Context: an optimization exercise on an open-source flow, tuned for small area, a short achievable clock period and few clock cycles. The choices shown serve that exercise and are no tape-out recipe.
Only simulation tests tie the RTL to the original design; equivalence was not proved.
Power and IR drop assume default switching activity.

==> flow/design.v <==
`default_nettype none
package cim_pkg;
    typedef enum logic [2:0] {
        NOP                           = 3'd0,
        PATCH_LOAD_BROADCAST_START_OP = 3'd1,
        PATCH_LOAD_BROADCAST_OP       = 3'd2,
        PARAM_STREAM_START_OP         = 3'd3,
        PARAM_STREAM_OP               = 3'd4,
        DENSE_BROADCAST_START_OP      = 3'd5,
        DENSE_BROADCAST_DATA_OP       = 3'd6
    } bus_op_t;
    typedef enum logic [2:0] {
        CIM_IDLE,
        CIM_PATCH_LOAD,
        CIM_CLASS_TOKEN,
        CIM_POS_EMB,
        CIM_DONE
    } cim_state_t;
    typedef struct packed {
        bus_op_t                          op;
        logic [$clog2(4)-1:0]             target_or_sender;
        logic [2:0][16-1:0]      data;
    } bus_word_t;
    typedef struct packed {
        logic                   rd;
        logic                   wr;
        logic [6-1:0] addr;
        logic [16-1:0] wdata;
    } mem_req_t;
    typedef struct packed {
        logic                   start;  
        logic [6-1:0] addr;
        logic [1:0]             len;    
    } tx_cmd_t;
endpackage
`default_nettype wire
`default_nettype none
module cim #(
    parameter int ID = 0
) (
    input  logic               clk,
    input  logic               rst_n,
    input  cim_pkg::bus_word_t bus_in,
    output cim_pkg::bus_word_t bus_out,
    output logic               bus_drive,
    output logic               is_ready
);
    localparam int W   = 16;
    localparam int AW  = 6;
    localparam int IDW = $clog2(4);
    localparam int NR  = 4 + 1;  
    localparam int NP  = 4 + 2;  
    logic [W-1:0] pw [NP];    
    logic [AW-1:0]     wptr;  
    logic [1:0]        slot;
    logic [2:0]        pcnt;
    logic              tx_q;
    logic          for_me;
    logic          op_pstart, op_pbeat, op_patch_start, op_patch, op_last, op_tx;
    logic [W-1:0]  pdata;
    assign for_me         = (bus_in.target_or_sender == IDW'(ID));
    assign op_pstart      = (bus_in.op == cim_pkg::PARAM_STREAM_START_OP);
    assign op_pbeat       = (bus_in.op == cim_pkg::PARAM_STREAM_OP) && for_me;
    assign op_patch_start = (bus_in.op == cim_pkg::PATCH_LOAD_BROADCAST_START_OP);
    assign op_patch       = (bus_in.op == cim_pkg::PATCH_LOAD_BROADCAST_OP) && (pcnt < 3'd4);
    assign op_last        = op_patch && (pcnt == 3'd3);
    assign op_tx          = (bus_in.op == cim_pkg::DENSE_BROADCAST_START_OP) && for_me;
    assign pdata          = bus_in.data[slot];
    always_ff @(posedge clk) begin
        for (int k = 0; k < NP; k++) begin
            if (op_pbeat && wptr == ((k == 0) ? AW'(0)
                                              : AW'(8 + k - 1))) begin
                pw[k] <= pdata;
            end
        end
    end
    localparam int H = W / 2;
    logic [H-1:0] rlo [NR];
    logic [H-1:0] rhi [NR];
    logic [NR-1:0] cy;        
    logic          infer_hi;  
    logic [H-1:0] slo [NR];
    logic [H-1:0] shi [NR];
    logic [NR-1:0] clo;
    logic [H-1:0] ahi [NR];  
    for (genvar i = 0; i < NR; i++) begin : g_add
        logic [H-1:0] alo;
        if (i == 0) begin : g_cls
            assign alo    = pw[0][H-1:0];
            assign ahi[i] = pw[0][W-1:H];
        end else if (i == NR - 1) begin : g_lst
            assign alo    = bus_in.data[0][H-1:0];
            assign ahi[i] = rhi[i];
        end else begin : g_mid
            assign alo    = rlo[i];
            assign ahi[i] = rhi[i];
        end
        assign {clo[i], slo[i]} = {1'b0, alo} + {1'b0, pw[i + 1][H-1:0]};
        assign shi[i] = ahi[i] + pw[i + 1][W-1:H] + H'(cy[i]);
    end
    always_ff @(posedge clk) begin
        for (int i = 0; i < NR; i++) begin
            if (op_last) begin
                rlo[i] <= slo[i];
                cy[i]  <= clo[i];
            end else if (op_patch && pcnt == 3'(i - 1)) begin
                rlo[i] <= bus_in.data[0][H-1:0];
            end
            if (infer_hi) begin
                rhi[i] <= shi[i];
            end else if (op_patch && pcnt == 3'(i - 1)) begin
                rhi[i] <= bus_in.data[0][W-1:H];
            end
        end
    end
    always_ff @(posedge clk) begin
        infer_hi <= op_last;
    end
    always_ff @(posedge clk) begin
        if (op_pstart) begin
            wptr <= bus_in.data[0][AW-1:0];
        end else if (op_pbeat) begin
            wptr <= wptr + AW'(1);
        end
    end
    always_ff @(posedge clk) begin
        if (!rst_n) begin
            slot <= '0;
            pcnt <= '0;
            tx_q <= 1'b0;
        end else begin
            tx_q <= op_tx;
            if (op_pstart) begin
                slot <= '0;
            end else if (op_pbeat) begin
                slot <= (slot == 2'd2) ? 2'd0 : slot + 2'd1;
            end
            if (op_patch_start) begin
                pcnt <= '0;
            end else if (op_patch) begin
                pcnt <= pcnt + 3'd1;
            end
        end
    end
    logic [2:0]    a;
    logic          single;
    logic [NR-1:0] sel_q [3];
    assign a      = bus_in.data[0][2:0];
    assign single = (bus_in.data[1] == W'(1));
    always_ff @(posedge clk) begin
        for (int i = 0; i < NR; i++) begin
            sel_q[0][i] <= !single && (a == 3'(i));
            sel_q[1][i] <= !single && (3'(a + 3'd1) == 3'(i));
            sel_q[2][i] <= single ? (a == 3'(i)) : (3'(a + 3'd2) == 3'(i));
        end
    end
    always_comb begin
        bus_out.op               = tx_q ? cim_pkg::DENSE_BROADCAST_DATA_OP : cim_pkg::NOP;
        bus_out.target_or_sender = IDW'(ID);
        for (int j = 0; j < 3; j++) begin
            bus_out.data[j] = '0;
            for (int i = 0; i < NR; i++) begin
                bus_out.data[j] = bus_out.data[j] | ({W{sel_q[j][i]}} & {rhi[i], rlo[i]});
            end
        end
    end
    assign bus_drive = tx_q;
    assign is_ready  = 1'b1;
endmodule
`default_nettype wire
`default_nettype none
module cim_tile (
    input  logic        clk,
    input  logic        rst_n,
    input  logic [2:0]  bus_in_op,
    input  logic [1:0]  bus_in_id,
    input  logic [47:0] bus_in_data,
    output logic [2:0]  bus_out_op,
    output logic [1:0]  bus_out_id,
    output logic [47:0] bus_out_data,
    output logic        bus_drive,
    output logic        is_ready
);
    cim_pkg::bus_word_t bi, bo;
    assign bi.op = cim_pkg::bus_op_t'(bus_in_op);
    assign bi.target_or_sender = bus_in_id;
    assign bi.data = bus_in_data;
    assign bus_out_op = bo.op;
    assign bus_out_id = bo.target_or_sender;
    assign bus_out_data = bo.data;
    cim #(.ID(2)) u (.clk(clk), .rst_n(rst_n), .bus_in(bi), .bus_out(bo), .bus_drive(bus_drive), .is_ready(is_ready));
endmodule
`default_nettype wire
clock: 4.0 ns
lec_check: 0
cap_margin: 20
core_margin: 2
core_utilization: 60
setup_slack_margin: 2.5
slew_margin: 20
standard.sh (not shown) runs the stock make flow with config.mk's settings and CLKGATE_MAP_FILE= SYNTH_SCRIPT=/design/flow/synth_recipe.tcl, a recipe that flattens the netlist after the stock synthesis.
==> flow/flow/run.sh <==
#!/bin/bash
# The standard layout, with plain buf_1 cells as the port buffers instead of the delay cells
# that buffer_ports picks on its own. Each tool's output is in the orfs logs; make's own output
# goes to standard.log.
set -o pipefail
export BUFFER_PORTS_ARGS="-buffer_cell sky130_fd_sc_hd__buf_1"
bash standard.sh > standard.log 2>&1
Testbench counts at the start, summed over its fixed seeds: cycles 1,617.
Next try:
Settings changed: SETUP_SLACK_MARGIN 2.5 to 2.
Result: Maximum frequency is higher by 7.2%; non-clock buffer count is lower by 51; power hardly moves; routed wire length is lower by about 8%; sequential share of layout area is higher by 4.3 points; sequential power barely changes; die area stays the same; hold slack gets worse by 0.069 ns; flip-flop and latch count stays the same; clock skew stays flat.
Next try:
Settings changed: CORE_UTILIZATION 60 to 50.
Effect: Setup slack gets worse by 0.034 ns; utilization drops by 12 points; wire length came out higher by about 7%; total power falls by about 0.45%; global-route usage decreases by 3.5 points; clock skew went down by 0.0045 ns; critical path depth increases by 1; maximum frequency goes down by 1.4%; cell count is higher by about 3.4%; design area climbs by 0.47%.


## red
// cim_tile: RTL as listed in full above, without the edits since
==> flow/config.mk <==
export PLATFORM = sky130hd
export DESIGN_NAME = cim_tile
export DESIGN_NICKNAME = cim_tile
export VERILOG_FILES = /design/flow/design.v
export SDC_FILE = /design/flow/constraint.sdc
export NUM_CORES = 4
export LEC_CHECK = 0
export CAP_MARGIN = 20
export CORE_MARGIN = 2
export CORE_UTILIZATION = 60
export SETUP_SLACK_MARGIN = 1.75
export SLEW_MARGIN = 20
==> flow/constraint.sdc <==
create_clock -name core_clock -period 4.0 [get_ports {clk}]
set_input_delay 0.8000 -clock core_clock [delete_from_list [all_inputs] [get_ports {clk}]]
set_output_delay 0.8000 -clock core_clock [all_outputs]
set_load 0.01 [all_outputs]
Scripts as last shown in full above: flow/flow/run.sh
Testbench counts of red, summed over its fixed seeds: cycles 1,617.
Modified inputs, blue compared to red
Settings: CTS_CLUSTER_SIZE now 30, previously not set; SETUP_SLACK_MARGIN now 2, was 1.75; CTS_BUF_LIST now sky130_fd_sc_hd__clkbuf_8, previously not set; CTS_CLUSTER_DIAMETER now 60, previously not set.
Results
Delta (blue minus red): clock group share of total power shrank by 10 points, met2 global-route usage fell by 2.7 points, first-pass iteration count of the detailed router -1.
The following lists how green was set up differently from blue:
Settings: a deleted CTS_CLUSTER_DIAMETER that had been 60; a change of CORE_UTILIZATION from 60 to 65; a deleted CTS_BUF_LIST that had been sky130_fd_sc_hd__clkbuf_8; a deleted CTS_CLUSTER_SIZE that had been 30.
Findings:
- The maximum clock frequency of green is higher than that of blue.
- Changes observed in green relative to blue: vertical extent of the die lost 3.8%; clock-cell share of area has increased.
- met2 track utilization from global routing, blue and green, lower one = blue.
- Delta (green minus blue): final cell count decreased 17, wire length of the first global-routing pass saw an increase.

-- separate check: timing with driven ports --
In the flow no input, the clock included, has a driving cell. The finished layouts below were timed again as built, in two steps. Step 1: set_driving_cell puts a clkbuf_16 on clk and a buf_2 on each other input, an assumption about the parent block. Step 2, shift: input delay + t, output delay - t, t = (earliest + latest rising clock arrival at the registers) / 2. This alone moves slack from input paths to output paths. a / b / c = ideal / step 1 / step 2; a / b = the first two.
| run | t (ns) | setup slack, ns | hold slack, ns | worst setup path at the end | worst slew at a driven data input, ns |
|---|---|---|---|---|---|
| the first run of note 1 | 0.552 | 1.373 / 1.326 / 1.535 | 0.582 / 0.558 / 0.586 | input to register | 0.06 |
| the second run of note 1 | 0.549 | 1.549 / 1.505 / 1.458 | 0.514 / 0.510 / 0.563 | input to register | 0.05 |
| the third run of note 1 | 0.550 | 1.515 / 1.469 / 1.471 | 0.552 / 0.542 / 0.552 | input to register | 0.04 |
| red | 0.548 | 1.535 / 1.488 / 1.301 | 0.555 / 0.551 / 0.555 | input to register | 0.03 |
| blue | 0.572 | 1.460 / 1.420 / 1.389 | 0.501 / 0.488 / 0.573 | input to register | 0.04 |
| green | 0.558 | 1.518 / 1.470 / 1.486 | 0.558 / 0.543 / 0.558 | input to register | 0.04 |
After both steps every run listed still meets setup and hold. The setup slack of red, which loses most, moves by -0.047 ns with the drivers and by -0.234 ns with both steps.
